Source: an optimization exercise on an open RTL-to-GDS flow (aim: small area, a short achievable clock period and few clock cycles). Production flows keep margins and buffers that such runs may drop. At most, simulation tests tie the RTL to the original design; equivalence was not proved. Function not checked in runs 2 to 5: the RTL went through the layout flow alone. Power is estimated from default activity; no workload was simulated.

### flow/design.v
`timescale 1ns / 1ps
`default_nettype none
package wcsp_pkg;
    localparam int MAX_DEPTH_DEFAULT = 32;
    typedef struct packed {
        logic [7:0] in_byte;
        logic       restart;
    } in_beat_t;
    typedef struct packed {
        logic [7:0]  opcode_out;
        logic [3:0]  imm_kind;
        logic [63:0] immediate;
        logic [31:0] mem_offset;
        logic [5:0]  nest_depth;
        logic [2:0]  error_code;
        logic        expr_end;
    } out_beat_t;
    typedef enum logic [3:0] {
        MODE_OPCODE   = 4'd0,
        MODE_INDEX    = 4'd1,
        MODE_CI_IDX   = 4'd2,
        MODE_CI_RES   = 4'd3,
        MODE_MEM_RES  = 4'd4,
        MODE_ALIGN    = 4'd5,
        MODE_OFFSET   = 4'd6,
        MODE_I32      = 4'd7,
        MODE_I64      = 4'd8,
        MODE_F32      = 4'd9,
        MODE_F64      = 4'd10,
        MODE_BTYPE    = 4'd11,
        MODE_TCOUNT   = 4'd12,
        MODE_TLABEL   = 4'd13,
        MODE_TDEFAULT = 4'd14
    } mode_t;
    typedef enum logic [1:0] {
        LEB_MORE = 2'd0,
        LEB_DONE = 2'd1,
        LEB_BAD  = 2'd2
    } leb_status_t;
    localparam logic [3:0] KIND_NONE     = 4'd0;
    localparam logic [3:0] KIND_INDEX    = 4'd1;
    localparam logic [3:0] KIND_MEMARG   = 4'd2;
    localparam logic [3:0] KIND_I32      = 4'd3;
    localparam logic [3:0] KIND_I64      = 4'd4;
    localparam logic [3:0] KIND_F32      = 4'd5;
    localparam logic [3:0] KIND_F64      = 4'd6;
    localparam logic [3:0] KIND_BTYPE    = 4'd7;
    localparam logic [3:0] KIND_TLABEL   = 4'd8;
    localparam logic [3:0] KIND_TDEFAULT = 4'd9;
    localparam logic [2:0] ERR_OK        = 3'd0;
    localparam logic [2:0] ERR_OPCODE    = 3'd1;
    localparam logic [2:0] ERR_VALTYPE   = 3'd2;
    localparam logic [2:0] ERR_LEB       = 3'd3;
    localparam logic [2:0] ERR_RESERVED  = 3'd4;
    localparam logic [2:0] ERR_DEPTH     = 3'd5;
    localparam logic [1:0] LVL_IF   = 2'd2;
    localparam logic [1:0] LVL_ELSE = 2'd3;
    localparam logic [7:0] OP_ELSE = 8'h05;
    localparam logic [7:0] OP_END  = 8'h0B;
    localparam logic [7:0] BT_EMPTY = 8'h40;
    localparam logic [7:0] BT_F64   = 8'h7C;
    localparam logic [7:0] BT_I32   = 8'h7F;
    function automatic logic op_plain(input logic [7:0] b);
        op_plain = (b == 8'h00) || (b == 8'h01) || (b == 8'h0F) || (b == 8'h1A) ||
               (b == 8'h1B) || (b >= 8'h45 && b <= 8'hBF) || (b == wcsp_pkg::OP_END);
    endfunction
    function automatic mode_t op_mode(input logic [7:0] b);
        mode_t m;
        m = wcsp_pkg::MODE_OPCODE;
        if (b >= 8'h02 && b <= 8'h04) m = wcsp_pkg::MODE_BTYPE;
        else if (b == 8'h0C || b == 8'h0D || b == 8'h10 || (b >= 8'h20 && b <= 8'h24))
            m = wcsp_pkg::MODE_INDEX;
        else if (b == 8'h0E) m = wcsp_pkg::MODE_TCOUNT;
        else if (b == 8'h11) m = wcsp_pkg::MODE_CI_IDX;
        else if (b >= 8'h28 && b <= 8'h3E) m = wcsp_pkg::MODE_ALIGN;
        else if (b == 8'h3F || b == 8'h40) m = wcsp_pkg::MODE_MEM_RES;
        else if (b == 8'h41) m = wcsp_pkg::MODE_I32;
        else if (b == 8'h42) m = wcsp_pkg::MODE_I64;
        else if (b == 8'h43) m = wcsp_pkg::MODE_F32;
        else if (b == 8'h44) m = wcsp_pkg::MODE_F64;
        op_mode = m;
    endfunction
endpackage
`default_nettype wire
`timescale 1ns / 1ps
`default_nettype none
module wcsp_level_stack #(
    parameter int MAX_DEPTH = wcsp_pkg::MAX_DEPTH_DEFAULT
) (
    input  wire logic aclk,
    input  wire logic en,
    input  wire logic up,
    input  wire logic down,
    input  wire logic push_if,
    output logic      top_if
);
    logic [MAX_DEPTH-1:0] lvl;
    always_ff @(posedge aclk) begin
        if (en) begin
            if (up) begin
                lvl <= {lvl[MAX_DEPTH-2:0], push_if};
            end else if (down) begin
                lvl <= {1'b0, lvl[MAX_DEPTH-1:1]};
            end else begin
                lvl[0] <= 1'b0;
            end
        end
    end
    assign top_if = lvl[0];
endmodule
`default_nettype wire
`timescale 1ns / 1ps
`default_nettype none
module wasm_code_stream_parser #(
    parameter int MAX_DEPTH = wcsp_pkg::MAX_DEPTH_DEFAULT
) (
    input  wire logic                aclk,
    input  wire logic                aresetn,
    input  wire logic                s_valid,
    output logic                     s_ready,
    input  wire logic [8:0]          s_data,
    output logic                     m_valid,
    input  wire logic                m_ready,
    output logic      [117:0]        m_data
);
    localparam int DW = $clog2(MAX_DEPTH + 1);
    localparam int O_OPC    = 0;
    localparam int O_IDX    = 1;
    localparam int O_CIIDX  = 2;
    localparam int O_CIRES  = 3;
    localparam int O_MEMRES = 4;
    localparam int O_ALIGN  = 5;
    localparam int O_OFF    = 6;
    localparam int O_I32    = 7;
    localparam int O_I64    = 8;
    localparam int O_F32    = 9;
    localparam int O_F64    = 10;
    localparam int O_BT     = 11;
    localparam int O_TCNT   = 12;
    localparam int O_TLAB   = 13;
    localparam int O_TDEF   = 14;
    localparam int NM       = 15;
    logic       bv_reg, sv_reg;
    logic [8:0] bd_reg, sd_reg;
    logic       adv;
    logic       in_acc;
    assign s_ready = !sv_reg;
    assign in_acc  = s_valid && !sv_reg;
    always_ff @(posedge aclk) begin
        if (!aresetn) begin
            bv_reg <= 1'b0;
            sv_reg <= 1'b0;
        end else begin
            if (!bv_reg || adv) begin
                bv_reg <= sv_reg || in_acc;
                sv_reg <= 1'b0;
            end else if (in_acc) begin
                sv_reg <= 1'b1;
            end
        end
    end
    always_ff @(posedge aclk) begin
        if (!bv_reg || adv) begin
            bd_reg <= sv_reg ? sd_reg : s_data;
        end
        if (in_acc) begin
            sd_reg <= s_data;
        end
    end
    logic [NM-1:0]   mode_reg, cm, nm;
    logic [63:0]     acc_reg, acc_next;
    logic [31:0]     mo_reg, mo_next;
    logic [3:0]      cnt_reg, cnt_next;
    logic [7:0]      op_reg;
    logic [DW-1:0]   depth_reg, depth_next;
    logic            err_reg;
    logic            m_valid_reg;
    logic [3:0]      kind_reg, kind_next;
    logic [2:0]      ecode_reg, ecode_next;
    logic            fin_reg, fin_next;
    logic            kmem_reg;
    logic [7:0]      b;
    logic            rs;
    logic [DW-1:0]   cur_depth;
    logic            upd;
    logic            emit;
    assign b   = bd_reg[8:1];
    assign rs  = bd_reg[0];
    assign adv = bv_reg && (!m_valid_reg || m_ready);
    assign upd = adv && (rs || !err_reg);
    assign cm        = rs ? NM'(1) : mode_reg;
    assign cur_depth = rs ? '0 : depth_reg;
    logic c_opc, c_leb, c_l64, c_sgn, c_raw, c_res, c_f, f_last;
    assign c_opc  = cm[O_OPC];
    assign c_l64  = cm[O_I64];
    assign c_sgn  = cm[O_I32] | cm[O_I64];
    assign c_raw  = cm[O_F32] | cm[O_F64] | cm[O_BT];
    assign c_res  = cm[O_CIRES] | cm[O_MEMRES];
    assign c_f    = cm[O_F32] | cm[O_F64];
    assign c_leb  = cm[O_IDX] | cm[O_CIIDX] | cm[O_ALIGN] | cm[O_OFF] | cm[O_I32] |
                    cm[O_I64] | cm[O_TCNT] | cm[O_TLAB] | cm[O_TDEF];
    assign f_last = (cm[O_F32] & (cnt_reg[1:0] == 2'd3)) | (cm[O_F64] & (cnt_reg[2:0] == 3'd7));
    logic nb_bt, nb_idx, nb_tcnt, nb_ciidx, nb_align, nb_memres, nb_i32, nb_i64, nb_f32, nb_f64;
    logic nb_any, is_end, is_else;
    always_comb begin
        nb_bt     = (b >= 8'h02 && b <= 8'h04);
        nb_idx    = (b == 8'h0C || b == 8'h0D || b == 8'h10 || (b >= 8'h20 && b <= 8'h24));
        nb_tcnt   = (b == 8'h0E);
        nb_ciidx  = (b == 8'h11);
        nb_align  = (b >= 8'h28 && b <= 8'h3E);
        nb_memres = (b == 8'h3F || b == 8'h40);
        nb_i32    = (b == 8'h41);
        nb_i64    = (b == 8'h42);
        nb_f32    = (b == 8'h43);
        nb_f64    = (b == 8'h44);
        nb_any    = nb_bt | nb_idx | nb_tcnt | nb_ciidx | nb_align | nb_memres |
                    nb_i32 | nb_i64 | nb_f32 | nb_f64;
        is_end    = (b == wcsp_pkg::OP_END);
        is_else   = (b == wcsp_pkg::OP_ELSE);
    end
    logic op_bad;
    assign op_bad = !wcsp_pkg::op_plain(b) && !nb_any && !is_else;
    logic btype_ok;
    assign btype_ok = (b == wcsp_pkg::BT_EMPTY) || (b >= wcsp_pkg::BT_F64 && b <= wcsp_pkg::BT_I32);
    logic leb_last, pad_bad, leb_bad, fill;
    always_comb begin
        leb_last = c_l64 ? (cnt_reg == 4'd9) : (cnt_reg == 4'd4);
        if (c_l64)
            pad_bad = (b[6:0] != 7'h00) && (b[6:0] != 7'h7F);
        else if (c_sgn)
            pad_bad = (b[6:3] != 4'h0) && (b[6:3] != 4'hF);
        else
            pad_bad = (b[6:4] != 3'd0);
        leb_bad = c_leb && leb_last && (b[7] || pad_bad);
        fill    = c_sgn && b[6];
    end
    logic acc_clr;
    always_comb begin
        acc_clr = c_opc | leb_bad | (c_res & (b != 8'd0)) |
                  (cm[O_BT] & !(btype_ok & !cur_depth[DW-1]));
        for (int i = 0; i < 64; i++) begin
            acc_next[i] = acc_reg[i];
            if (acc_clr)                             acc_next[i] = 1'b0;
            else if (c_leb & !cm[O_OFF] & !cm[O_TCNT]) begin
                if (i >= 32 && !c_l64)               acc_next[i] = 1'b0;
                else if (cnt_reg == 4'(i / 7))       acc_next[i] = b[i % 7];
                else if (cnt_reg < 4'(i / 7))        acc_next[i] = fill;
            end else if (c_raw) begin
                if (cnt_reg == 4'(i / 8))            acc_next[i] = b[i % 8];
                else if (cnt_reg < 4'(i / 8))        acc_next[i] = 1'b0;
            end
        end
        if (cm[O_TLAB]) begin
            mo_next = (!b[7]) ? mo_reg - 32'd1 : mo_reg;
        end else begin
            for (int i = 0; i < 32; i++) begin
                mo_next[i] = mo_reg[i];
                if (cm[O_OFF] | cm[O_TCNT]) begin
                    if (cnt_reg == 4'(i / 7))        mo_next[i] = b[i % 7];
                    else if (cnt_reg < 4'(i / 7))    mo_next[i] = 1'b0;
                end
            end
        end
    end
    logic leb_nz;
    assign leb_nz = (b[6:0] != 7'd0) || ((cnt_reg != 4'd0) && (mo_reg != 32'd0));
    logic aux_one;
    assign aux_one = (mo_reg == 32'd1);
    logic push, pop, clr_top, top_if;
    logic dep_nz;
    assign dep_nz = (cur_depth != '0);
    always_comb begin
        logic b7, lend;
        b7   = b[7];
        lend = c_leb & !b7;
        nm[O_OPC]    = (c_opc & !nb_any) | cm[O_BT] | c_res | (c_f & f_last) |
                       (lend & (cm[O_IDX] | cm[O_OFF] | cm[O_I32] | cm[O_I64] | cm[O_TDEF]));
        nm[O_IDX]    = (c_opc & nb_idx)    | (cm[O_IDX] & b7);
        nm[O_CIIDX]  = (c_opc & nb_ciidx)  | (cm[O_CIIDX] & b7);
        nm[O_CIRES]  = cm[O_CIIDX] & !b7;
        nm[O_MEMRES] = c_opc & nb_memres;
        nm[O_ALIGN]  = (c_opc & nb_align)  | (cm[O_ALIGN] & b7);
        nm[O_OFF]    = (cm[O_ALIGN] & !b7) | (cm[O_OFF] & b7);
        nm[O_I32]    = (c_opc & nb_i32)    | (cm[O_I32] & b7);
        nm[O_I64]    = (c_opc & nb_i64)    | (cm[O_I64] & b7);
        nm[O_F32]    = (c_opc & nb_f32)    | (cm[O_F32] & !f_last);
        nm[O_F64]    = (c_opc & nb_f64)    | (cm[O_F64] & !f_last);
        nm[O_BT]     = c_opc & nb_bt;
        nm[O_TCNT]   = (c_opc & nb_tcnt)   | (cm[O_TCNT] & b7);
        nm[O_TLAB]   = (cm[O_TCNT] & !b7 & leb_nz) | (cm[O_TLAB] & b7) |
                       (cm[O_TLAB] & !b7 & !aux_one);
        nm[O_TDEF]   = (cm[O_TCNT] & !b7 & !leb_nz) | (cm[O_TLAB] & !b7 & aux_one) |
                       (cm[O_TDEF] & b7);
        cnt_next = (c_opc | lend) ? 4'd0 : cnt_reg + 4'd1;
        push    = cm[O_BT] & btype_ok & !cur_depth[DW-1];
        pop     = c_opc & is_end & dep_nz;
        clr_top = c_opc & is_else & dep_nz & top_if;
        if (push)      depth_next = cur_depth + 1'b1;
        else if (pop)  depth_next = cur_depth - 1'b1;
        else           depth_next = cur_depth;
        emit = (c_opc & !nb_any) | cm[O_BT] | c_res | (c_f & f_last) | leb_bad |
               (lend & (cm[O_IDX] | cm[O_OFF] | cm[O_TLAB] | cm[O_TDEF] | cm[O_I32] | cm[O_I64]));
        ecode_next = wcsp_pkg::ERR_OK;
        if ((c_opc & is_else & !(dep_nz & top_if)) | (c_opc & op_bad))
            ecode_next = wcsp_pkg::ERR_OPCODE;
        if (cm[O_BT] & !btype_ok)
            ecode_next = wcsp_pkg::ERR_VALTYPE;
        if (cm[O_BT] & btype_ok & cur_depth[DW-1])
            ecode_next = wcsp_pkg::ERR_DEPTH;
        if (c_res & (b != 8'd0))
            ecode_next = wcsp_pkg::ERR_RESERVED;
        if (leb_bad)
            ecode_next = wcsp_pkg::ERR_LEB;
        kind_next = wcsp_pkg::KIND_NONE;
        if (push)                          kind_next = wcsp_pkg::KIND_BTYPE;
        if (cm[O_CIRES] & (b == 8'd0))     kind_next = wcsp_pkg::KIND_INDEX;
        if (cm[O_F32])                     kind_next = wcsp_pkg::KIND_F32;
        if (cm[O_F64])                     kind_next = wcsp_pkg::KIND_F64;
        if (!leb_bad) begin
            if (cm[O_IDX])  kind_next = wcsp_pkg::KIND_INDEX;
            if (cm[O_OFF])  kind_next = wcsp_pkg::KIND_MEMARG;
            if (cm[O_TLAB]) kind_next = wcsp_pkg::KIND_TLABEL;
            if (cm[O_TDEF]) kind_next = wcsp_pkg::KIND_TDEFAULT;
            if (cm[O_I32])  kind_next = wcsp_pkg::KIND_I32;
            if (cm[O_I64])  kind_next = wcsp_pkg::KIND_I64;
        end
        fin_next = c_opc & is_end & !dep_nz;
    end
    wcsp_level_stack #(
        .MAX_DEPTH (MAX_DEPTH)
    ) u_stack (
        .aclk    (aclk),
        .en      ((push | pop | clr_top) && upd),
        .up      (cm[O_BT]),
        .down    (is_end),
        .push_if (op_reg == 8'h04),
        .top_if  (top_if)
    );
    always_ff @(posedge aclk) begin
        if (!aresetn) begin
            mode_reg    <= NM'(1);
            depth_reg   <= '0;
            err_reg     <= 1'b0;
            m_valid_reg <= 1'b0;
        end else begin
            if (upd) begin
                mode_reg  <= nm;
                depth_reg <= depth_next;
                err_reg   <= (ecode_next != wcsp_pkg::ERR_OK);
            end
            if (upd && emit) begin
                m_valid_reg <= 1'b1;
            end else if (m_ready) begin
                m_valid_reg <= 1'b0;
            end
        end
    end
    always_ff @(posedge aclk) begin
        if (upd) begin
            acc_reg <= acc_next;
            mo_reg  <= mo_next;
            cnt_reg <= cnt_next;
            if (c_opc) op_reg <= b;
        end
        if (upd && emit) begin
            kind_reg  <= kind_next;
            ecode_reg <= ecode_next;
            fin_reg   <= fin_next;
            kmem_reg  <= (kind_next == wcsp_pkg::KIND_MEMARG);
        end
    end
    assign m_valid = m_valid_reg;
    assign m_data  = {op_reg, kind_reg, acc_reg, mo_reg & {32{kmem_reg}}, 6'(depth_reg), ecode_reg, fin_reg};
endmodule
`default_nettype wire
### flow/flow/run.sh
#!/bin/bash
set -euo pipefail
MARGIN=5.8
sed -e "s/SETUP_SLACK_MARGIN=[0-9.]*/SETUP_SLACK_MARGIN=$MARGIN/" standard.sh > standard_margin.sh
grep -q "SETUP_SLACK_MARGIN=$MARGIN" standard_margin.sh
bash standard_margin.sh > standard.log 2>&1
### flow/standard.sh
#!/bin/bash
# synth_recipe.tcl (not shown) runs the flow's synth.tcl, then flattens the netlist and writes it again
# the make line also repeats each setting of config.mk as NAME=value (left out here)
make -C /OpenROAD-flow-scripts/flow DESIGN_CONFIG=/design/flow/config.mk WORK_HOME=/design/flow/orfs CLKGATE_MAP_FILE= SYNTH_SCRIPT=/design/flow/synth_recipe.tcl "${@:-finish}"
### flow/config.mk
export PLATFORM = sky130hd
export DESIGN_NAME = wasm_code_stream_parser
export DESIGN_NICKNAME = wasm_code_stream_parser
export VERILOG_FILES = /design/flow/design.v
export SDC_FILE = /design/flow/constraint.sdc
export NUM_CORES = 4
export LEC_CHECK = 0
export ABC_CLOCK_PERIOD_IN_PS = 2500
export CAP_MARGIN = 20
export CORE_MARGIN = 2
export CORE_UTILIZATION = 50
export SETUP_SLACK_MARGIN = 5
export SLEW_MARGIN = 20
### flow/constraint.sdc
create_clock -name core_clock -period 8.5 [get_ports {aclk}]
set_input_delay 1.7000 -clock core_clock [delete_from_list [all_inputs] [get_ports {aclk}]]
set_output_delay 1.7000 -clock core_clock [all_outputs]
set_load 0.01 [all_outputs]
==> results.txt, run 1 <==
The number of placed I/O pins is approximately 130. The final instance count without filler cells is 1,573. The flip-flop count of the largest register after layout came out at 64.

The clock tree from TritonCTS is yes. The area of combinational cells with multiple inputs came out at between 0.005 and 0.006 mm². The number of antenna repair diodes is 0. Once detailed placement completed, the half-perimeter wirelength came to 19.4 mm. The area of the die came out at roughly 0.023 mm². The total number of nets in the final design came out at 1,308. In the final layout, flip-flops and latches occupy around 0.0055 mm². Per report_power, the combinational group accounts for between 10% and 20% of the total. The routed layout has 9,667 vias. The worst-case headroom to the max-slew limit came out at 44.5%. The first global-routing pass estimated 49.4 mm of wire. The proportion of power drawn by the clock network is roughly two fifths.

The synthesized net count is 1,145. The iteration-0 DRC count of the detailed router is between 1,000 and 1,500. The ratio of routed vias to standard cells came out at about 6. The number of fillers in the final layout is ~1,700.

The final-report max-slew violation count came out at 0. The core area is 0.0210 mm². The global placement routability congestion is 0.872. The number of antenna violations at the first check in global routing came out at 0. The global-route usage over all layers came out at between 20% and 30%. The tree is rooted in a clkbuf_16. In this run the power density over the cells is 152 mW/mm².

The count of input and output buffers came out at between 100 and 150. The synthesized netlist occupies a cell area of about 0.011 mm². The placed cell count came out at roughly 1,500. Net switching is 26.9% of the power. Synthesis produced ~1,100 cells. The number of enable-type register cells in the synthesized netlist is ~170.

The sequential share of power came out at roughly half. The sequential fraction of the synthesis area is between 50 and 60%. Leaving out fill and tap cells, the most frequent cell in the layout is nand2_1. The number of hold-repair buffers added at the cts stage is 0. The final critical path takes up a little under two fifths of the cycle. The largest driver fanout on the critical path is 16. The hold violation count in the final report is 0. The number of setup violations in the final report came out at 0.

Setup repair after global routing could not meet its margin everywhere. The remaining antenna violation count is 0. The critical path is of the reg -> out type. The average instance in the mapped netlist occupies around 9.6 µm². Across the run, the number of max-cap violations was 0. The number of buffer and inverter instances along the worst setup path came out at 3. The buffer depth of the longest clock path came out at 2.

In this run the worst hold path is classified as reg -> reg. In the synthesized netlist the async set-or-reset flop fraction comes to 0%. The static leakage is 5.03 nW. The longest individual stage delay on the worst path is approximately 420 ps. For this run the aggregate overflow at the end of global routing stands at 0. In this run, synthesis produced a sequential element count of between 150 and 200. The height of the die is 151 µm. The sum of negative setup slack came out at 0 ps. edfxtp_1 takes more of the synthesized area than any other cell. Clock-pin slew was measured on the worst setup and hold paths at ~70 ps. The peak ir drop on the vdd network is between 0.1 and 0.15 mV. The H-tree generated during clock tree synthesis spans 4 levels. The CTS buffer count is 17. The number of warnings issued by yosys came out at 2. Setup slack on the worst reg-to-reg path comes out at approximately 5700 ps.

After detailed routing, the number of remaining DRC violations is 0. The internal power summed over all cells is 0.00153 W. The fraction of layout cells with a size suffix above 1 is between 20% and 30%. The average detailed-routed wire length per instance is ~21 µm. The clock sink count is between 150 and 200. The area growth from synthesis to layout is 28.0%. The number of placement rows came out at between 50 and 60. The die is 151 µm wide. The endpoint required time on the critical path came out at between 6000 and 7000 ps. The number of iterations in the first detailed-routing pass came out at 6.

In this design, the largest share of critical-path delay is due to buffers and inverters. The minimum clock period is ~3200 ps. Traced cell by cell, the critical path runs through buf_6, buf_12, and2_1, buf_2. Wires add up to about 34 mm. Summed over all nets, the switching power comes to about 0.00056 W. The number of global-route vias before repair came out at roughly 8,900.

The actual slew at the worst max-slew pin came out at between 800 and 900 ps. In the layout the commonest cells are nand2_1 (201), edfxtp_1 (167), buf_2 (113), buf_4 (68), nor2_1 (67). The kind of end point of the critical path is an output pin. On the critical path, the stage with the largest delay is an instance of edfxtp_1. Once the floorplan was initialized, standard cells occupied approximately half of the core. Yosys attributes the largest share of cell area to edfxtp_1 (47%), nand2_1 (7.1%), dfxtp_1 (4.7%). The type of element launching the critical path is a register.

Entering global routing, the biggest net connects 66 pins. Clock latency on the worst-skew pair, taken at its later pin, is roughly 450 ps. The signal arrival time at the worst endpoint came out at 1450 ps. The most used flip-flop cell after synthesis is edfxtp_1. The flow ran to the end and the layout has no timing, DRC or antenna violations. Of the post-synthesis cell area, the dominant cell type holds 46.7%. The number of unique standard cell types used by synthesis is 76. The final setup skew is around 23 ps.

The top achievable clock speed is about 0.32 GHz.
cell type report:
type	instances	share of cell area [%]
tap	275	2.50
clock buffer	18	3.12
timing repair buffer	234	13.2
multi-input combinational	821	39.2
sequential	192	40.3
inverter	18	0.519
timing repair inverter	1	0.0546
clock inverter	14	1.04
synth_stat cells (6+ instances only):
library cell	count
or3_1	8
nand2_1	204
and2_1	43
xor2_1	13
nand3_1	30
buf_2	14
nor3b_1	8
a32o_1	6
a21boi_0	7
nand4_1	8
a21oi_1	66
a22oi_1	6
a31oi_1	7
ha_1	10
a31o_2	6
o22ai_1	23
inv_1	18
nand4b_1	6
a311oi_1	6
edfxtp_1	167
nor4_1	15
buf_1	7
clkbuf_1	68
and3_1	26
nor3_1	28
nor2_1	72
dfxtp_1	25
mux2_2	10
nand3b_1	8
nand2b_1	13
a211oi_1	11
nor2b_1	18
o21ai_0	52
xnor2_1	20
through the flow:
step / total power (W) / setup WS (ps) / hold WS, ps / util [%] / instance area [µm²]
after CTS: 0.00206 / 5360 / 525 / 62.4 / 13100
final: 0.00209 / 5350 / 515 / 65.4 / 13700
after global routing: 0.00215 / 5310 / 541 / 65.4 / 13700
after floorplan: 0.00119 / 4880 / 421 / - / 11000
after detailed placement: 0.00127 / 3680 / 513 / 58.9 / 12400
after global placement: 0.00127 / 3760 / 505 / 58.9 / 12400
logic make-up (layout without fill, tap and decap cells):
| logic type | count (synthesis) | count (layout) | synth area share [%] |
|---|---|---|---|
| and+or+nand+nor | 519 | 522 | 24.5 |
| AOI/OAI and AO/OA | 244 | 245 | 14.7 |
| DFF | 192 | 192 | 51.4 |
| buffers and inverters | 113 | 285 | 4.39 |
| xor gates and xnor gates | 33 | 33 | 2.69 |
| muxes | 11 | 11 | 1.14 |
| adders and majority gates | 10 | 10 | 1.16 |
metal layers:
layer | share of wire (%) | global-route usage (%) | vias to the layer above | wire, µm
met3 | 8.0 | 4.39 | 100 | 2670
met5 | 0 | 0 | - | 0
met2 | 48 | 46.0 | 508 | 16000
met1 | 40 | 37.7 | 4616 | 13500
li1 | - | - | 4443 | -
met4 | 4.2 | 14.6 | 0 | 1410
worst min-delay path, delay by kind of cell (launching register included):
| kind | cells | cell delay (ps) |
|---|---|---|
| compound gates | 1 | 50 |
| flops | 1 | 350 |
| simple gates | 1 | 70 |
power groups by stage:
| stage | clock [W] | combinational, W | sequential, W |
|---|---|---|---|
| 6_report | 0.000795 | 0.000237 | 0.00105 |
| 5_1_grt | 0.000841 | 0.000250 | 0.00106 |
| 4_1_cts | 0.000804 | 0.000203 | 0.00105 |
| 3_5_place_dp | 0 | 0.000193 | 0.00108 |
| 3_3_place_gp | 0 | 0.000192 | 0.00108 |
| 2_1_floorplan | 0 | 0.000105 | 0.00108 |
what timing repair did:
item                       4_1_cts  5_1_grt
resized for setup              568       64
setup endpoints to repair      372      240
pin swaps                       15       23
setup buffers                   44       32
cloned                           7        5
worst paths after layout:
path | from | to | cells after the start
worst max-delay path | kmem_reg$_DFFE_PP_ | m_data[37] | 4
worst max register to register | bd_reg[6]$_DFFE_PP_ | u_stack.lvl[2]$_DFFE_PP_ | 8
worst min-delay path | mode_reg[10]$_SDFFE_PN0P_ | mode_reg[10]$_SDFFE_PN0P_ | 2
worst min register to register | mode_reg[10]$_SDFFE_PN0P_ | mode_reg[10]$_SDFFE_PN0P_ | 2
Testbench counts, summed over its fixed seeds: cycles 33,140.
==> run 2, diff against run 1 <==
--- a/flow/design.v
+++ b/flow/design.v
@@ -180,3 +180,3 @@
     logic            fin_reg, fin_next;
-    logic            kmem_reg;
+    logic            kmem_reg, kmem_n_reg;
     logic [7:0]      b;
@@ -363,4 +363,2 @@
             if (c_opc) op_reg <= b;
-        end
-        if (upd && emit) begin
             kind_reg  <= kind_next;
@@ -368,3 +366,4 @@
             fin_reg   <= fin_next;
-            kmem_reg  <= (kind_next == wcsp_pkg::KIND_MEMARG);
+            kmem_reg   <= (kind_next == wcsp_pkg::KIND_MEMARG);
+            kmem_n_reg <= (kind_next != wcsp_pkg::KIND_MEMARG);
         end
@@ -372,3 +371,3 @@
     assign m_valid = m_valid_reg;
-    assign m_data  = {op_reg, kind_reg, acc_reg, mo_reg & {32{kmem_reg}}, 6'(depth_reg), ecode_reg, fin_reg};
+    assign m_data  = {op_reg, kind_reg, acc_reg, mo_reg[31:16] & {16{kmem_reg}}, mo_reg[15:0] & {16{!kmem_n_reg}}, 6'(depth_reg), ecode_reg, fin_reg};
 endmodule
--- a/flow/flow/run.sh
+++ b/flow/flow/run.sh
@@ -2,3 +2,3 @@
 set -euo pipefail
-MARGIN=5.8
+MARGIN=6.0
 sed -e "s/SETUP_SLACK_MARGIN=[0-9.]*/SETUP_SLACK_MARGIN=$MARGIN/" standard.sh > standard_margin.sh
--- a/flow/config.mk
+++ b/flow/config.mk
@@ -10,3 +10,3 @@
 export CORE_MARGIN = 2
-export CORE_UTILIZATION = 50
+export CORE_UTILIZATION = 40
 export SETUP_SLACK_MARGIN = 5
==> results.txt, run 2 <==
The flow ran to the end and the layout has no timing, DRC or antenna violations. The number of nets handed over by synthesis was approximately 1,100. The flip-flop count of the largest register after layout came out at 64. Entering global routing, the biggest net connects a little over 70 pins. Summing over every cut layer, the via total after detailed routing is approximately 10,000.

The netlist uses 76 different library cells. The gate count after technology mapping came out at approximately 1,100. By area the synthesized netlist is led by edfxtp_1 (48%), nand2_1 (5.8%), dfxtp_1 (4.7%).

The number of hold-repair buffers added at the cts stage came out at 0. In the global route stage, overall resource usage came out at between 20% and 30%. After synthesis, flip-flops and latches occupy a little over half of the total area. The peak ir drop on the vdd network is between 0.1 and 0.15 mV. The number of global-route vias before repair came to about 9,000. The total wire length came out at around 39 mm. The number of setup violations in the final report came out at 0. Yosys instantiated no cell more often than edfxtp_1.

The ratio of routed vias to standard cells came out at between 6 and 7. The global placement routability congestion came out at 0.903. The average detailed-routed wire length per instance came out at about 23 µm.

The number of iterations in the first detailed-routing pass is 6. The endpoint required time on the critical path came out at ~7000 ps. The number of antenna repair diodes came out at 0. The iteration-0 DRC count of the detailed router is between 1,000 and 1,500. The hold violation count in the final report came out at 0. Leaving out fill and tap cells, the most frequent cells in the layout are edfxtp_1 (168), nand2_1 (157), buf_2 (81), buf_4 (76), buf_6 (67). The number of enable-type register cells in the synthesized netlist is approximately 170. Measured against its own limit, the worst slew margin works out to about a quarter. Subtracting the final worst setup slack from the clock period gives between 3000 and 4000 ps.

Setup repair after global routing could not meet its margin everywhere. The synthesized cell area is between 0.01 and 0.015 mm². Buffers placed on the I/O ports in this run total between 100 and 150. The final critical path takes up 36.6% of the cycle. The clock net in this run drives a total of ~190 sinks. TritonCTS built the clock tree.

STA classifies the critical path endpoint as an output pin. The later pin in the worst-skew pair is clocked with a latency of about 450 ps. In this run the clock root is driven by a clkbuf_16.

The remaining design rule violation count came out at 0. The post-DP HPWL came out at about 20 mm. The number of placed I/O pins came out at approximately 130.

The final-report max-slew violation count came to 0. The core area came out at 0.0261 mm². The total number of nets in the final design is about 1,300. The top cell type by area accounts for around 48% of the synthesized area. In the synthesized netlist the dominant register cell turns out to be edfxtp_1. The share of the core filled with cells in the final layout is approximately 61%.

STA classifies the critical path startpoint as a register. The power density over the cells came out at roughly 140 mW/mm². The post-synthesis area per instance is 9.74 µm². The sum of negative setup slack came out at 0 ps. The CTS buffer count is 17. Summed over all instances, the cell type with the most area after synthesis is edfxtp_1.

For this configuration, the core starts out at a cell density of 40.6%. The top achievable clock speed came out at 0.322 GHz. The largest driver fanout on the critical path came out at 8. For this design the static power due to leakage is approximately 5.7 nW. The commonest non-fill, non-tap cell in the layout is edfxtp_1. Data on the critical path arrives at its endpoint at 1410 ps.

The area of the die came out at roughly 0.028 mm². Ranked by instance count, the synthesized netlist is headed by edfxtp_1 (168), nand2_1 (163), a21oi_1 (77). The max-cap violation count came out at 0.

The buffer depth of the longest clock path came out at 2. The fraction of layout cells with a size suffix above 1 came out at 40.9%. The height of the die came out at 167 µm. The number of antenna violations at the first check in global routing came out at 0.

The maximum level of the CTS H-tree came out at 4. The clock slew seen by the registers of the worst setup and hold paths came out at approximately 80 ps. The final setup skew came out at 16.6 ps. The total of flip-flops plus latches after synthesis came out at just under 200. For this run, the number of Yosys warnings is 2.

In this run the worst hold path is classified as reg -> reg. The overall overflow remaining after global route is 0. Compared with the post-synthesis result, the final layout area differs by 49.6%.

The global-route wire length before repair came out at between 50 and 60 mm. The worst setup path is of the reg -> out kind. The number of placement rows is between 50 and 60. The actual slew at the worst max-slew pin came out at 1110 ps. After synthesis, the share of flip-flops with an asynchronous set or reset is 0%. The remaining antenna violation count came out at 0. The chip width came out at 167 µm.
==> run 2: cell types whose count changed in the layout (fill, tap and decap cells not counted), moves of 12 or more <==
cell     before  now
and2_1       38    5
nand4_1       8   22
o22ai_2       0   12
buf_2       113   81
buf_6        24   67
o22ai_1      22    3
buf_12        8   30
nor2_1       67   50
nand2_1     201  157
nor2_4        3   18
and2_4        5   17
==> run 2: area by class of cell <==
type / count / area, µm²
Inverter: 21 / 109
Fill cell: 2073 / 10200
Timing Repair Buffer: 284 / 2900
Clock inverter: 15 / 190
Multi-Input combinational cell: 799 / 6210
Sequential cell: 193 / 5570
Tap cell: 335 / 419
Timing Repair inverter: 2 / 27.5
Clock buffer: 17 / 425
==> run 2: metrics by stage <==
stage | std cells | total power [W] | hold slack [ps] | setup slack (ps) | area (µm²)
global route | 1666 | 0.00226 | 558 | 5360 | 15800
detailed placement | 1485 | 0.00127 | 528 | 3660 | 12300
global placement | 1485 | 0.00127 | 512 | 3680 | 12300
CTS | 1601 | 0.00215 | 537 | 5370 | 14200
finish | 1666 | 0.00220 | 539 | 5390 | 15800
floorplan | 1088 | 0.00119 | 421 | 4920 | 10900
==> run 2: logic make-up after synthesis <==
group	synth area share (%)
xor+xnor	2.40
compound gates	16.4
fa+ha+maj	1.42
flops	52.4
mux	1.44
buf+inv	4.41
simple gates	21.6
==> run 2: worst paths after layout <==
path	end	startpoint	slack, ps	cells past startpoint
worst min register to register	u_stack.lvl[30]$_DFFE_PP_	u_stack.lvl[31]$_SDFFCE_PN0P_	540	2
worst min-delay path	u_stack.lvl[30]$_DFFE_PP_	u_stack.lvl[31]$_SDFFCE_PN0P_	540	2
worst max register to register	acc_reg[28]$_SDFFCE_PP0P_	mode_reg[1]$_SDFFE_PN0P_	5750	9
worst max-delay path	m_data[37]	kmem_reg$_DFFE_PP_	5390	3
==> run 2: layer usage <==
metal  share of wire [%]  global-route usage [%]  vias up
met5                   0                       0        -
met4                 5.3                    9.86        0
met3                 9.4                    4.97      169
met2                  47                    39.5      639
met1                  39                    33.6     4926
li1                    -                       -     4536
==> run 2: critical path: stages, from the launching register on <==
cell	delay, ps
edfxtp_1	510
clkbuf_16	210
and2_4	130
buf_6	110
==> run 2: report_power, final <==
part / switching, W / internal (W)
Combinational: 0.000175 / 0.000124
Sequential: 0.0000141 / 0.00105
Clock: 0.000416 / 0.000425
Total: 0.000604 / 0.00160
==> run 2: timing repair <==
item | 4_1_cts | 5_1_grt
gates cloned | 15 | 13
pin swaps | 19 | 49
buffers inserted | 69 | 52
setup endpoints to repair | 379 | 364
resized for setup | 668 | 230
==> run 3, diff against run 2 <==
--- a/flow/design.v
+++ b/flow/design.v
@@ -169,3 +169,4 @@
     end
-    logic [NM-1:0]   mode_reg, cm, nm;
+    logic [NM-1:0]   cm, nm, mdec;
+    logic [3:0]      mode_reg, menc;
     logic [63:0]     acc_reg, acc_next;
@@ -190,3 +191,9 @@
     assign upd = adv && (rs || !err_reg);
-    assign cm        = rs ? NM'(1) : mode_reg;
+    always_comb begin
+        mdec = '0;
+        mdec[mode_reg] = 1'b1;
+        menc = '0;
+        for (int i = 0; i < NM; i++) if (nm[i]) menc = menc | 4'(i);
+    end
+    assign cm        = rs ? NM'(1) : mdec;
     assign cur_depth = rs ? '0 : depth_reg;
@@ -340,3 +347,3 @@
         if (!aresetn) begin
-            mode_reg    <= NM'(1);
+            mode_reg    <= 4'd0;
             depth_reg   <= '0;
@@ -346,3 +353,3 @@
             if (upd) begin
-                mode_reg  <= nm;
+                mode_reg  <= menc;
                 depth_reg <= depth_next;
--- a/flow/flow/run.sh
+++ b/flow/flow/run.sh
@@ -2,3 +2,3 @@
 set -euo pipefail
-MARGIN=6.0
+MARGIN=5.8
 sed -e "s/SETUP_SLACK_MARGIN=[0-9.]*/SETUP_SLACK_MARGIN=$MARGIN/" standard.sh > standard_margin.sh
==> results.txt, run 3 <==
The layer with the highest usage is met2. The met2 usage in global routing is around two fifths. Sorting the synthesized cells by area gives the leading types as edfxtp_1 (47%), mux2_2 (4.1%), a21oi_1 (3.1%).

The Yosys step of the flow raised 2 warnings. The number of iterations in the first detailed-routing pass is 16. The CTS buffer count is 17. Row generation in the floorplan step produced 59 rows. The post-DP HPWL is around 22 mm. The sequential fraction of the synthesis area is 50.0%.

The flip-flop count of the largest register after layout came out at 64. The worst setup path is launched from a register. The clock slew seen by the registers of the worst setup and hold paths is ~80 ps. The proportion of power drawn by the clock network came out at 33.8%. For this block, the via count after detailed routing is ~10,000.

The buffer depth of the longest clock path came out at 2. The hold violation count in the final report is 0. The slowest stage of the critical path is the or4b_4 cell. Input and output buffers added on the ports amount to 132.

The total of flip-flops plus latches after synthesis is 182. The chip width came out at 167 µm. The overall overflow remaining after global route came out at 0. The iteration-0 DRC count of the detailed router came out at roughly 1,400. The static leakage came out at approximately 5.7 nW. The number of antenna repair diodes came out at 0. Global routing consumed, over all layers together, between 20 and 30% of the routing resources.

The share of the core filled with cells in the final layout came out at ~61%. The final-report max-slew violation count was 0. STA classifies the critical path endpoint as a register. The total number of nets in the final design came out at 1,324. In this run the worst hold path is classified as reg -> reg. The clock sink count is ~180. The endpoint required time on the critical path is 8780 ps. For this design the ratio of total power to cell area is 162 mW/mm².

The height of the die came out at roughly 170 µm. The longest individual stage delay on the worst path came out at roughly 600 ps. The run finished with no timing, DRC or antenna violations. In this run the biggest area consumer among cell types represents between 40% and 50% of the synthesized area. The remaining design rule violation count came out at 0. The detail route stage leaves a number of antenna-violating nets equal to 0. The gate count after technology mapping is 1,031. In this run the cell area of the synthesized design comes to 0.0107 mm². The H-tree was split into 4 levels. The switching power is between 0.0008 and 0.0009 W.

In the final layout, the share of cells above drive strength 1 is about 48%. The sequential share of power is between 40% and 50%. The final worst-path cycle share came out at a little under two fifths. The clock tree from TritonCTS is yes. The worst-case headroom to the max-slew limit came out at 31.2%.

The number of setup violations in the final report is 0. The met1 track demand over resource in global routing is 32.5%. Of the total power, the share spent switching nets is around 33%. The insertion delay to the later sink of the worst-skew pair came out at between 400 and 500 ps. Counting every net in the synthesized netlist gives 1,058. In the layout the commonest cells are edfxtp_1 (168), buf_4 (116), buf_2 (82), nand2_1 (71), buf_6 (60).

The max-cap violation count is 0. The post-synthesis area per instance is approximately 10 µm². The top achievable clock speed came out at 0.321 GHz. The maximum number of pins on one net before global-route repair came out at 74.

The commonest cells after synthesis are edfxtp_1 (168), nand2_1 (80), nor2_1 (73). Setup repair after global routing could not meet its margin everywhere. Yosys instantiated no cell more often than edfxtp_1. Across all hold checks on the routed design, the worst slack comes to roughly 480 ps. The share of synthesized flip-flops with an asynchronous set or reset is 0%. During I/O placement, the number of pins put on the boundary was approximately 130. The most used flip-flop cell after synthesis is edfxtp_1. The placed cell count came out at 1,432. The global placement routability congestion came out at between 0.9 and 1.

The signal arrival time at the worst endpoint is 3400 ps. The setup path with the least slack is of type reg -> reg. Traced cell by cell, the critical path runs through buf_4, ha_1, nor2b_1, o21ai_0, o32ai_4, buf_4, buf_6, o221a_4, or4b_4, nand2b_4, o221ai_2. The tree is rooted in a clkbuf_16. The number of global-route vias before repair is between 9,000 and 10,000. The commonest non-fill, non-tap cell in the layout is edfxtp_1.

Counting flops with a built-in enable in the synthesized netlist gives approximately 170. The actual slew at the worst max-slew pin is about 1000 ps. The area added between synthesis and finish is 48.6%. In this design, the critical path's most frequently occurring cell is buf_4. The proportion of power drawn by combinational gates came out at 25.5%. The number of antenna violations at the first check in global routing is 0. Global routing consumed, on the met3 layer, 5.55% of the routing resources. The minimum clock period is between 3000 and 4000 ps. Clock skew on the completed layout was measured at approximately 18 ps. The number of unique standard cell types used by synthesis came out at 94. The ratio of routed vias to standard cells came out at 6.06. The final instance count without filler cells came out at 1,645. The first global-routing pass estimated ~55 mm of wire. The sum of negative setup slack is 0 ps. The peak ir drop on the vdd network is roughly 0.15 mV. The average detailed-routed wire length per instance is between 20 and 25 µm.

The internal power summed over all cells is around 0.0017 W. The number of hold-repair buffers added at the cts stage is 0. The core region is 0.0261 mm². The largest driver fanout on the critical path came out at 8. Once the floorplan was initialized, standard cells occupied between 40% and 50% of the core. The biggest area contributor in the post-synthesis netlist is edfxtp_1. The area of the die is 0.0279 mm².

The total wire length is 37.7 mm.
-- run 3: layout make-up --
| class | count | area [µm²] |
|---|---|---|
| Timing Repair inverter | 3 | 25.0 |
| Multi-Input combinational cell | 754 | 6440 |
| Clock inverter | 15 | 225 |
| Tap cell | 335 | 419 |
| Sequential cell | 182 | 5360 |
| Inverter | 22 | 105 |
| Timing Repair Buffer | 317 | 2830 |
| Fill cell | 2084 | 10300 |
| Clock buffer | 17 | 425 |
-- run 3: critical path, delay by kind of cell, from the launching register on --
family	cells	cell delay, ps
adders and majority gates	1	310
buffers and inverters	3	420
AOI/OAI and AO/OA	4	800
and+or+nand+nor	3	1030
DFF	1	380
-- run 3: logic make-up (layout without fill, tap and decap cells) --
| group | Yosys count | count (layout) | share of synthesized area (%) |
|---|---|---|---|
| adder cells (fa/ha/maj) | 14 | 14 | 1.64 |
| flip-flops | 182 | 182 | 50.0 |
| XOR/XNOR | 34 | 35 | 2.87 |
| AO/OA/AOI/OAI | 272 | 274 | 17.4 |
| multiplexers | 44 | 44 | 4.59 |
| buffers and inverters | 100 | 374 | 4.09 |
| AND/OR/NAND/NOR | 385 | 387 | 19.4 |
-- run 3: power groups by stage --
stage	Clock (W)	Sequential (W)	Combinational, W
after floorplan	0	0.00106	0.000234
after global placement	0	0.00107	0.000358
after detailed placement	0	0.00107	0.000358
after CTS	0.000870	0.00104	0.000547
after global routing	0.000905	0.00104	0.000676
final	0.000866	0.00104	0.000653
-- run 3: repair_timing --
| item | 4_1_cts | 5_1_grt |
|---|---|---|
| pin swaps | 71 | 49 |
| setup buffers | 122 | 45 |
| cloned | 11 | 3 |
| resized for setup | 678 | 158 |
| setup endpoints to repair | 368 | 311 |
-- run 3: final timing paths --
kind / cells past startpoint / slack, ps / end / from
max: 11 / 5380 / acc_reg[8]$_SDFFCE_PP0P_ / mode_reg[0]$_SDFFE_PN0P_
min: 2 / 480 / err_reg$_SDFFE_PN0P_ / err_reg$_SDFFE_PN0P_
max reg2reg: 11 / 5380 / acc_reg[8]$_SDFFCE_PP0P_ / mode_reg[0]$_SDFFE_PN0P_
min reg2reg: 2 / 480 / err_reg$_SDFFE_PN0P_ / err_reg$_SDFFE_PN0P_
-- run 3: metrics by stage --
step / setup WS [ps] / total power [W] / cell area, µm²
6_report: 5380 / 0.00256 / 15800
5_1_grt: 5340 / 0.00262 / 15800
4_1_cts: 5350 / 0.00246 / 14900
3_5_place_dp: 4150 / 0.00142 / 12300
3_3_place_gp: 4380 / 0.00142 / 12300
2_1_floorplan: 5350 / 0.00130 / 10900
-- run 3: routing by layer --
| layer | vias up | share of wire, % |
|---|---|---|
| met1 | 4785 | 39 |
| met3 | 146 | 9.1 |
| met2 | 601 | 47 |
| met4 | 0 | 4.7 |
| met5 | - | 0 |
| li1 | 4434 | - |
==> run 4, diff against run 3 <==
--- a/flow/design.v
+++ b/flow/design.v
@@ -90,2 +90,3 @@
     input  wire logic aclk,
+    input  wire logic upd,
     input  wire logic en,
@@ -96,12 +97,14 @@
 );
-    logic [MAX_DEPTH-1:0] lvl;
+    logic [MAX_DEPTH-1:0] lvl, lvl_d, below, above;
+    logic                 s_up, s_dn, s_hold;
+    assign below  = {lvl[MAX_DEPTH-2:0], push_if};
+    assign above  = {1'b0, lvl[MAX_DEPTH-1:1]};
+    assign s_up   = en & up;
+    assign s_dn   = en & !up & down;
+    assign s_hold = !en | (!up & !down);
+    assign lvl_d  = ({MAX_DEPTH{s_up}} & below) | ({MAX_DEPTH{s_dn}} & above) |
+                    ({MAX_DEPTH{s_hold}} & {lvl[MAX_DEPTH-1:1], lvl[0] & !en});
     always_ff @(posedge aclk) begin
-        if (en) begin
-            if (up) begin
-                lvl <= {lvl[MAX_DEPTH-2:0], push_if};
-            end else if (down) begin
-                lvl <= {1'b0, lvl[MAX_DEPTH-1:1]};
-            end else begin
-                lvl[0] <= 1'b0;
-            end
+        if (upd) begin
+            lvl <= lvl_d;
         end
@@ -169,4 +172,3 @@
     end
-    logic [NM-1:0]   cm, nm, mdec;
-    logic [3:0]      mode_reg, menc;
+    logic [NM-1:0]   mode_reg, cm, nm;
     logic [63:0]     acc_reg, acc_next;
@@ -191,9 +193,3 @@
     assign upd = adv && (rs || !err_reg);
-    always_comb begin
-        mdec = '0;
-        mdec[mode_reg] = 1'b1;
-        menc = '0;
-        for (int i = 0; i < NM; i++) if (nm[i]) menc = menc | 4'(i);
-    end
-    assign cm        = rs ? NM'(1) : mdec;
+    assign cm        = rs ? NM'(1) : mode_reg;
     assign cur_depth = rs ? '0 : depth_reg;
@@ -339,3 +335,4 @@
         .aclk    (aclk),
-        .en      ((push | pop | clr_top) && upd),
+        .upd     (upd),
+        .en      (push | pop | clr_top),
         .up      (cm[O_BT]),
@@ -347,3 +344,3 @@
         if (!aresetn) begin
-            mode_reg    <= 4'd0;
+            mode_reg    <= NM'(1);
             depth_reg   <= '0;
@@ -353,3 +350,3 @@
             if (upd) begin
-                mode_reg  <= menc;
+                mode_reg  <= nm;
                 depth_reg <= depth_next;
@@ -373,6 +370,10 @@
             fin_reg   <= fin_next;
-            kmem_reg   <= (kind_next == wcsp_pkg::KIND_MEMARG);
-            kmem_n_reg <= (kind_next != wcsp_pkg::KIND_MEMARG);
         end
     end
+    logic k_is_mem;
+    assign k_is_mem = (kind_next == wcsp_pkg::KIND_MEMARG);
+    always_ff @(posedge aclk) begin
+        kmem_reg   <= (upd & k_is_mem)  | (!upd & kmem_reg);
+        kmem_n_reg <= (upd & !k_is_mem) | (!upd & kmem_n_reg);
+    end
     assign m_valid = m_valid_reg;
==> results.txt, run 4 <==
The post-DP HPWL came out at 20.1 mm. Setup repair after global routing could not meet its margin everywhere. The final worst-path cycle share is 36.6%. Before antenna repair, the detailed router went through 6 iterations. The average detailed-routed wire length per instance is about 22 µm. The core area came out at about 0.028 mm². The chip width came out at 171 µm. Buffers inserted during clock tree synthesis total 17.

The floorplan step defined a die boundary enclosing about 0.03 mm². For this block, the initial DRC count from the detailed router was around 1,200. The routed design could run at a clock period as short as between 3000 and 4000 ps. The sequential fraction of the synthesis area came out at 49.7%.

The number of global-route vias before repair came out at 9,215. For met2 alone, demand over resource in global routing was between 30% and 40%. Synthesis instantiated 75 different standard cells from the library. After clock tree synthesis, the clock-pin slew on the worst setup and hold paths is approximately 70 ps.

TritonCTS built the clock tree. The worst reg2reg path depth came out at 9. The share of synthesized flip-flops with an asynchronous set or reset came out at 0%. The congestion estimate from routability-driven global placement came to 0.840. When the netlist entered floorplanning its net count stood at between 1,000 and 1,500. In this run the number of H-tree levels came out at 4.

The endpoint required time on the critical path is ~7000 ps. Across all setup checks in the final design, the least slack found is around 5400 ps. The total number of nets in the final design came out at 1,330. The ratio of routed vias to standard cells is 6.00. Across the run, the number of max-cap violations was 0. The number of antenna violations at the first check in global routing came to 0. Counting the fill cells in the layout gives 2,500. met2 is the most crowded layer.

The peak ir drop on the vdd network is 0.136 mV. The met3 track demand over resource in global routing is roughly 4.2%. The gate count after technology mapping is 1,163.

The hold violation count in the final report is 0. The flow ran to the end and the layout has no timing, DRC or antenna violations. The global-route usage over all layers came out at between 20% and 30%. The primary flip-flop cell chosen by synthesis mapping is edfxtp_1. The flip-flop count of the largest register after layout came out at 64. Counting instances in the post-synthesis netlist gives the leading cell types as edfxtp_1 (168), nand2_1 (135), nor2_1 (124). The total of flip-flops plus latches after synthesis came out at between 150 and 200. The number of antenna repair diodes came out at 0. The height of the die is 171 µm. The post-synthesis area per instance came out at ~9.6 µm². The area of all sequential standard cells came out at approximately 0.0056 mm². The power density over the cells came out at 149 mW/mm². In the final layout, the multi-input gates occupy just under 0.006 mm².

The synthesized cell area is approximately 0.011 mm². The clock reaches the later pin of the worst-skew pair after around 440 ps. The buffer depth of the longest clock path is 2. Global routing finished with a remaining overflow of 0. Measured against its own limit, the worst slew margin works out to between 40% and 50%. The remaining design rule violation count came out at 0. The starting density of the core came out at between 40% and 50%. Leaving out fill and tap cells, the most frequent cells in the layout are edfxtp_1 (168), nand2_1 (133), buf_2 (98), nor2_1 (78), a21oi_1 (70). The share of the core filled with cells in the final layout is a little over half. The total number of vias is slightly above 10,000.

For met1 alone, demand over resource in global routing was between 30 and 40%. The sum of negative setup slack came out at 0 ps. The cell taking the most area after synthesis is edfxtp_1. The final-report max-slew violation count came to 0. The cell sitting at the root of the clock tree is a clkbuf_16.

The first global-routing pass estimated around 53 mm of wire. roughly 130 I/O pins were placed. The number of enable-type register cells in the synthesized netlist is about 170. The routed design has 36.7 mm of wire.

Counting instances, the worst hold path has a depth of 2. The signal arrival time at the worst endpoint came out at around 1400 ps. The kind of end point of the critical path is an output pin. By instance count, the leading cell after synthesis is edfxtp_1. Entering global routing, the biggest net connects ~70 pins. The worst setup path is of the reg -> out kind. The setup slack after placement is 4140 ps. The analysis attributes to cell leakage a power of 5.09 nW.

The largest driver fanout on the critical path is 8. Yosys printed 2 warnings. Ranked by total cell area, the synthesized netlist is headed by edfxtp_1 (45%), nand2_1 (4.5%), dfxtp_1 (4.5%). The number of placement rows is 61. On the final layout, the worst clock skew is 13.8 ps. The tightest min-delay check is of the reg -> reg type. The count of input and output buffers came out at 132. Leaving out fill and tap cells, the most frequent cell in the layout is edfxtp_1. The actual slew at the worst max-slew pin is roughly 780 ps. The area share of the leading cell type in the synthesized netlist came out at between 40% and 50%. The clock sink count came out at approximately 190. The top achievable clock speed came out at ~0.32 GHz. The type of element launching the critical path is a register.

The fraction of layout cells with a size suffix above 1 is between 30% and 40%. The remaining antenna violation count is 0. The area added between synthesis and finish is 32.7%.

The number of setup violations in the final report is 0.
-- run 4: cell count changes in the layout (fill, tap and decap cells not counted), moves of 23 or more --
cell,delta
buf_4,-67
nand2_1,+62
a32oi_1,+33
mux2_2,-29
nor2_4,+27
buf_6,-26
a2bb2oi_1,+25
o21ai_0,+24
nor2_1,+23
-- run 4: cell families (layout without fill, tap and decap cells) --
family / after synthesis / after routing / synth area share [%]
AND/OR/NAND/NOR: 470 / 471 / 21.5
AO/OA/AOI/OAI: 317 / 318 / 19.1
flip-flops: 193 / 193 / 49.7
buffers and inverters: 129 / 282 / 4.80
XOR/XNOR: 29 / 29 / 2.28
multiplexers: 13 / 13 / 1.28
adder cells (fa/ha/maj): 12 / 12 / 1.35
-- run 4: cell type report --
cell class / instances / share of cell area, %
clock buffer: 17 / 2.87
clock inverter: 15 / 1.12
inverter: 22 / 0.701
multi-input combinational: 843 / 40.0
sequential: 193 / 37.6
tap: 378 / 3.19
timing repair buffer: 227 / 14.4
timing repair inverter: 1 / 0.0507
-- run 4: per-stage QoR --
stage | instances | instance area [µm²] | hold WS, ps | total power (W)
after floorplan | 1163 | 11400 | 421 | 0.00124
after global placement | 1583 | 12800 | 470 | 0.00133
after detailed placement | 1583 | 12800 | 475 | 0.00133
after CTS | 1666 | 14000 | 484 | 0.00218
after global routing | 1696 | 14800 | 506 | 0.00227
final | 1696 | 14800 | 486 | 0.00220
-- run 4: what timing repair did --
item,in CTS,in global routing
gates cloned,9,14
pin swaps,8,45
gates resized for setup,521,216
endpoints found under the setup margin,407,269
buffers inserted,42,16
hold buffers,0,0
-- run 4: report_power, final --
group	leakage, nW	internal [W]	total, W	switching (W)
sequential	1.81	0.00106	0.00108	0.0000195
clock	0.290	0.000421	0.000829	0.000408
combinational	2.99	0.000112	0.000294	0.000183
total	5.09	0.00159	0.00220	0.000610
-- run 4: path summary, 6_finish.rpt --
kind / startpoint / to / slack (ps)
worst max-delay path: register / m_data[29] / 5390
worst min-delay path: mode_reg[2]$_SDFFE_PN0P_ / mode_reg[2]$_SDFFE_PN0P_ / 490
worst max register to register: bd_reg[8]$_DFFE_PP_ / acc_reg[41]$_SDFFCE_PP0P_ / 5680
worst min register to register: mode_reg[2]$_SDFFE_PN0P_ / mode_reg[2]$_SDFFE_PN0P_ / 490
-- run 4: worst max-delay path, stage by stage, from the launching register on --
cell       delay [ps]
edfxtp_1          520
clkbuf_16         220
and2_1            130
clkbuf_2          120
-- run 4: routing by layer --
| layer | up-vias | routed length [µm] |
|---|---|---|
| met5 | - | 0 |
| met4 | 0 | 960 |
| met3 | 81 | 3600 |
| met2 | 564 | 16700 |
| met1 | 4904 | 15400 |
| li1 | 4633 | - |
==> run 5, diff against run 4 <==
--- a/flow/design.v
+++ b/flow/design.v
@@ -183,3 +183,2 @@
     logic            fin_reg, fin_next;
-    logic            kmem_reg, kmem_n_reg;
     logic [7:0]      b;
@@ -372,10 +371,17 @@
     end
-    logic k_is_mem;
-    assign k_is_mem = (kind_next == wcsp_pkg::KIND_MEMARG);
+    logic k_mem_a, k_mem_b;
+    logic [3:0] kmem_q;
+    assign k_mem_a = cm[O_OFF] & !b[7] & !leb_bad;
+    assign k_mem_b = cm[O_OFF] & !leb_bad;
     always_ff @(posedge aclk) begin
-        kmem_reg   <= (upd & k_is_mem)  | (!upd & kmem_reg);
-        kmem_n_reg <= (upd & !k_is_mem) | (!upd & kmem_n_reg);
+        if (upd) begin
+            kmem_q[0] <= k_mem_a;
+            kmem_q[1] <= !k_mem_a;
+            kmem_q[2] <= k_mem_b;
+            kmem_q[3] <= !k_mem_b;
+        end
     end
     assign m_valid = m_valid_reg;
-    assign m_data  = {op_reg, kind_reg, acc_reg, mo_reg[31:16] & {16{kmem_reg}}, mo_reg[15:0] & {16{!kmem_n_reg}}, 6'(depth_reg), ecode_reg, fin_reg};
+    assign m_data  = {op_reg, kind_reg, acc_reg, mo_reg[31:24] & {8{kmem_q[0]}}, mo_reg[23:16] & {8{!kmem_q[1]}},
+                      mo_reg[15:8] & {8{kmem_q[2]}}, mo_reg[7:0] & {8{!kmem_q[3]}}, 6'(depth_reg), ecode_reg, fin_reg};
 endmodule
==> results.txt, run 5 <==
The final worst-path cycle share is a little over a third. The total power is ~0.0022 W. The library cell used most frequently in the layout, excluding fill and tap cells, is edfxtp_1. The clock slew seen by the registers of the worst setup and hold paths is 70 ps. In this run the biggest area consumer among cell types represents between 40% and 50% of the synthesized area. The worst hold-check path type is reg -> reg.

The maximum level of the CTS H-tree is 4. For met3 alone, demand over resource in global routing was under 10%. The longest individual stage delay on the worst path came out at around 480 ps. The chip width came out at between 150 and 200 µm.

The final-report max-slew violation count came out at 0. The post-DP HPWL is roughly 19 mm. The met1 track demand over resource in global routing came out at between 30% and 40%. The hold violation count in the final report came out at 0. The number of antenna repair diodes is 0. In this run the critical register-to-register path is captured at acc_reg[41]$_SDFFCE_PP0P_. The worst-case headroom to the max-slew limit came out at around a third.

The global-route wire length before repair is between 50 and 60 mm. Setup repair after global routing could not meet its margin everywhere. The internal power summed over all cells came out at 0.00157 W. The synthesized net count came out at 1,174.

The max-cap violation count came out at 0. The proportion of power drawn by combinational gates is a little over an eighth. The worst register-to-register path begins at bd_reg[2]$_DFFE_PP_. In this run switching power makes up around 27% of total power. The peak ir drop on the vdd network came out at between 0.1 and 0.15 mV. After detailed routing, the number of remaining DRC violations is 0. The final instance count without filler cells is 1,668.

For this design, the CTS-stage hold fixing added 0 buffers. In the final routed layout, each cell accounts on average for between 20 and 25 µm. The commonest cells after synthesis are edfxtp_1 (170), nand2_1 (154), a21oi_1 (114).

Buffers placed on the I/O ports in this run total 132. Summed over all instances, the cell type with the most area after synthesis is edfxtp_1. The tree built by TritonCTS fans out to around 200 sinks. The terminating pin of the worst hold path is mode_reg[3]$_SDFFE_PN0P_.

The maximum number of pins on one net before global-route repair is 43. Synthesis produced a netlist whose cell count is roughly 1,100. STA puts the critical path data required time at 6800 ps.

The proportion of power drawn by the clock network is 36.5%. The number of unique standard cell types used by synthesis came out at 70. The global placement routability congestion is 0.867.

The fraction of layout cells with a size suffix above 1 came out at approximately 33%. The global-route usage over all layers is between 20% and 30%. The core area is 0.0269 mm².

The run finished with no timing, DRC or antenna violations. For this run, the detailed router's first-pass iteration total came to 7. The ratio of routed vias to standard cells is about 5.9. The buffer type at the clock tree root is clkbuf_16.

Leaving out fill and tap cells, the most frequent cells in the layout are edfxtp_1 (170), nand2_1 (152), buf_2 (105), a21oi_1 (80), nor2_1 (65). The number of placed I/O pins came out at 133. The area of the die came out at ~0.029 mm². The static leakage is 5.12 nW. In this run, synthesis inferred 170 flip-flops with an integrated enable. The power density over the cells came out at about 150 mW/mm².

The startpoint of the worst setup timing path is kmem_q[1]$_DFFE_PP_. The signal arrival time at the worst endpoint is around 1300 ps. The slack of the worst reg-to-reg path came out at 5730 ps. The sequential share of power came out at just over 50%. The share of the core filled with cells in the final layout came out at 54.7%.

The type of element launching the critical path is a register. The final setup skew came out at ~15 ps. The switching power came out at slightly below 0.0006 W. The sequential fraction of the synthesis area is 51.2%. The startpoint identified for the worst hold timing path is mode_reg[3]$_SDFFE_PN0P_. The remaining antenna violation count came out at 0. In this run the most used layer during global routing was met2.

The worst reg2reg path depth came out at 11. TritonCTS built the clock tree. The Yosys step of the flow raised 2 warnings. The sum of negative setup slack is 0 ps.

The total number of nets in the final design is about 1,300. The actual slew at the worst max-slew pin came out at just under 1000 ps. Summed over all layers, the global routing overflow is 0. After synthesis the netlist holds a flip-flop and latch count of about 200. The starting density of the core came out at between 40% and 50%. The cell area that synthesis handed to floorplanning was 0.0109 mm².

The minimum clock period is 3040 ps. For this run, the leading register cell type out of synthesis is edfxtp_1. The cell count of the worst hold path is 2.

The buffer depth of the longest clock path is 2. The signal on the critical path passes through buf_6, nor2b_2, buf_2. The CTS buffer count came out at 17. The met2 usage in global routing is 36.4%.

The slowest cell on the critical path is edfxtp_1. Of all flip-flops after synthesis, the portion carrying an async set or reset was 0%. The largest driver fanout on the critical path came out at 6. In this run, the number of DRC markers left after iteration 0 of detailed routing was ~1,000. Setup violations remaining at the end of the flow were counted as 0. Each instance of the synthesized netlist takes up on average about 9.5 µm². The number of placement rows came out at 60.

The kind of end point of the critical path is an output pin. In the post-synthesis netlist, the biggest area contributors are edfxtp_1 (47%), nand2_1 (5.3%), a21oi_1 (5.2%). The total number of vias came out at 9,851.

The flip-flop count of the largest register after layout came out at 64. The total wire length is 34.1 mm. The top achievable clock speed is ~0.33 GHz.

After detailed placement, the design holds a cell count of 1,544. From bottom edge to top edge, the die measures approximately 170 µm. The number of antenna violations at the first check in global routing was 0. The number of global-route vias before repair came out at 9,000.

The critical path in this run is classified as reg -> out. edfxtp_1 is the most common cell in the netlist. The area growth from synthesis to layout is 34.3%.

The insertion delay to the later sink of the worst-skew pair came out at ~450 ps.
run 5: cell types whose count changed after synthesis, moves of 12 or more:
cell / previous run / this run
nand3_1: 22 / 48
nor3_1: 26 / 38
a2bb2oi_1: 25 / 10
a32oi_1: 35 / 6
a22oi_1: 1 / 35
nand2_1: 135 / 154
nor2_1: 124 / 99
a21oi_1: 93 / 114
a31oi_1: 26 / 11
run 5: worst max-delay path, delay by kind of cell (launching register included):
family,cells,cell delay [ps]
simple gates,1,110
buf+inv,2,310
flops,1,480
run 5: per-layer routing:
metal	vias up	share of wire, %
li1	4582	-
met1	4710	43
met2	472	47
met3	87	7.0
met4	0	2.7
met5	-	0
run 5: layout make-up:
type	instances	area (µm²)
Fill cell	2359	12200
Multi-Input combinational cell	844	5810
Sequential cell	195	5630
Timing Repair Buffer	240	2180
Clock buffer	18	429
Tap cell	341	427
Clock inverter	14	136
Inverter	15	80.1
Timing Repair inverter	1	7.51
run 5: cells by family (layout without fill, tap and decap cells):
logic type / Yosys count / count (layout) / share of synthesized area [%]
adder cells (fa/ha/maj): 12 / 12 / 1.37
flip-flops: 195 / 195 / 51.2
AND/OR/NAND/NOR: 487 / 488 / 22.0
multiplexers: 9 / 9 / 0.926
XOR/XNOR: 30 / 30 / 2.40
buffers and inverters: 112 / 288 / 4.54
AO/OA/AOI/OAI: 304 / 305 / 17.5
run 5: power groups by stage:
stage / Combinational (W) / Sequential, W / Clock, W
finish: 0.000282 / 0.00109 / 0.000790
global route: 0.000299 / 0.00110 / 0.000838
CTS: 0.000253 / 0.00109 / 0.000804
detailed placement: 0.000225 / 0.00112 / 0
global placement: 0.000223 / 0.00112 / 0
floorplan: 0.000136 / 0.00112 / 0
run 5: worst max-delay path by stage:
stage                           endpoint  slack, ps  depth (start not counted)
2_1_floorplan  acc_reg[49]$_SDFFCE_PP0P_       5610                          6
3_3_place_gp    mode_reg[0]$_SDFFE_PN1P_       4250                          9
3_5_place_dp    mode_reg[0]$_SDFFE_PN1P_       4240                          9
4_1_cts                       m_data[31]       5450                          3
5_1_grt                       m_data[29]       5410                          3
6_report                      m_data[32]       5460                          3
run 5: per-stage QoR:
step / hold WS, ps / instance area (µm²) / worst slack [ps]
CTS: 495 / 13700 / 5450
global route: 518 / 14700 / 5410
global placement: 472 / 12600 / 4250
floorplan: 424 / 11200 / 5610
finish: 505 / 14700 / 5460
detailed placement: 477 / 12600 / 4240
run 5: timing repair:
action / in CTS / in global routing
setup buffers: 53 / 20
endpoints found under the hold margin: 0 / 0
pin swaps: 16 / 57
gates cloned: 12 / 7
gates resized for setup: 601 / 154
endpoints found under the setup margin: 410 / 249

-- re-timing with driven ports --
Ports are ideal in the flow. The routed layouts listed here were re-timed in OpenROAD. Step 1 assumes that a clkbuf_16 drives the clock port and a buf_2 every other input. Step 2 times the ports against the registers' clock, not the clock port: input delays grow and output delays shrink by t, the midpoint of the rising clock arrivals with the driver on. a / b / c = ideal / step 1 / step 2; a / b = the first two.
run | t, ns | setup slack, ns | pins driven straight from the clock port
run 1 | 0.485 | 5.349 / 5.301 / 5.120 | 1
run 2 | 0.486 | 5.392 / 5.348 / 5.002 | 1
run 3 | 0.496 | 5.380 / 5.337 / 5.380 | 1
run 4 | 0.479 | 5.391 / 5.344 / 5.244 | 1
run 5 | 0.488 | 5.459 / 5.411 / 5.383 | 1
After both steps every run listed still meets setup and hold. The setup slack of run 2, which loses most, moves by -0.044 ns with the drivers and by -0.390 ns with both steps.
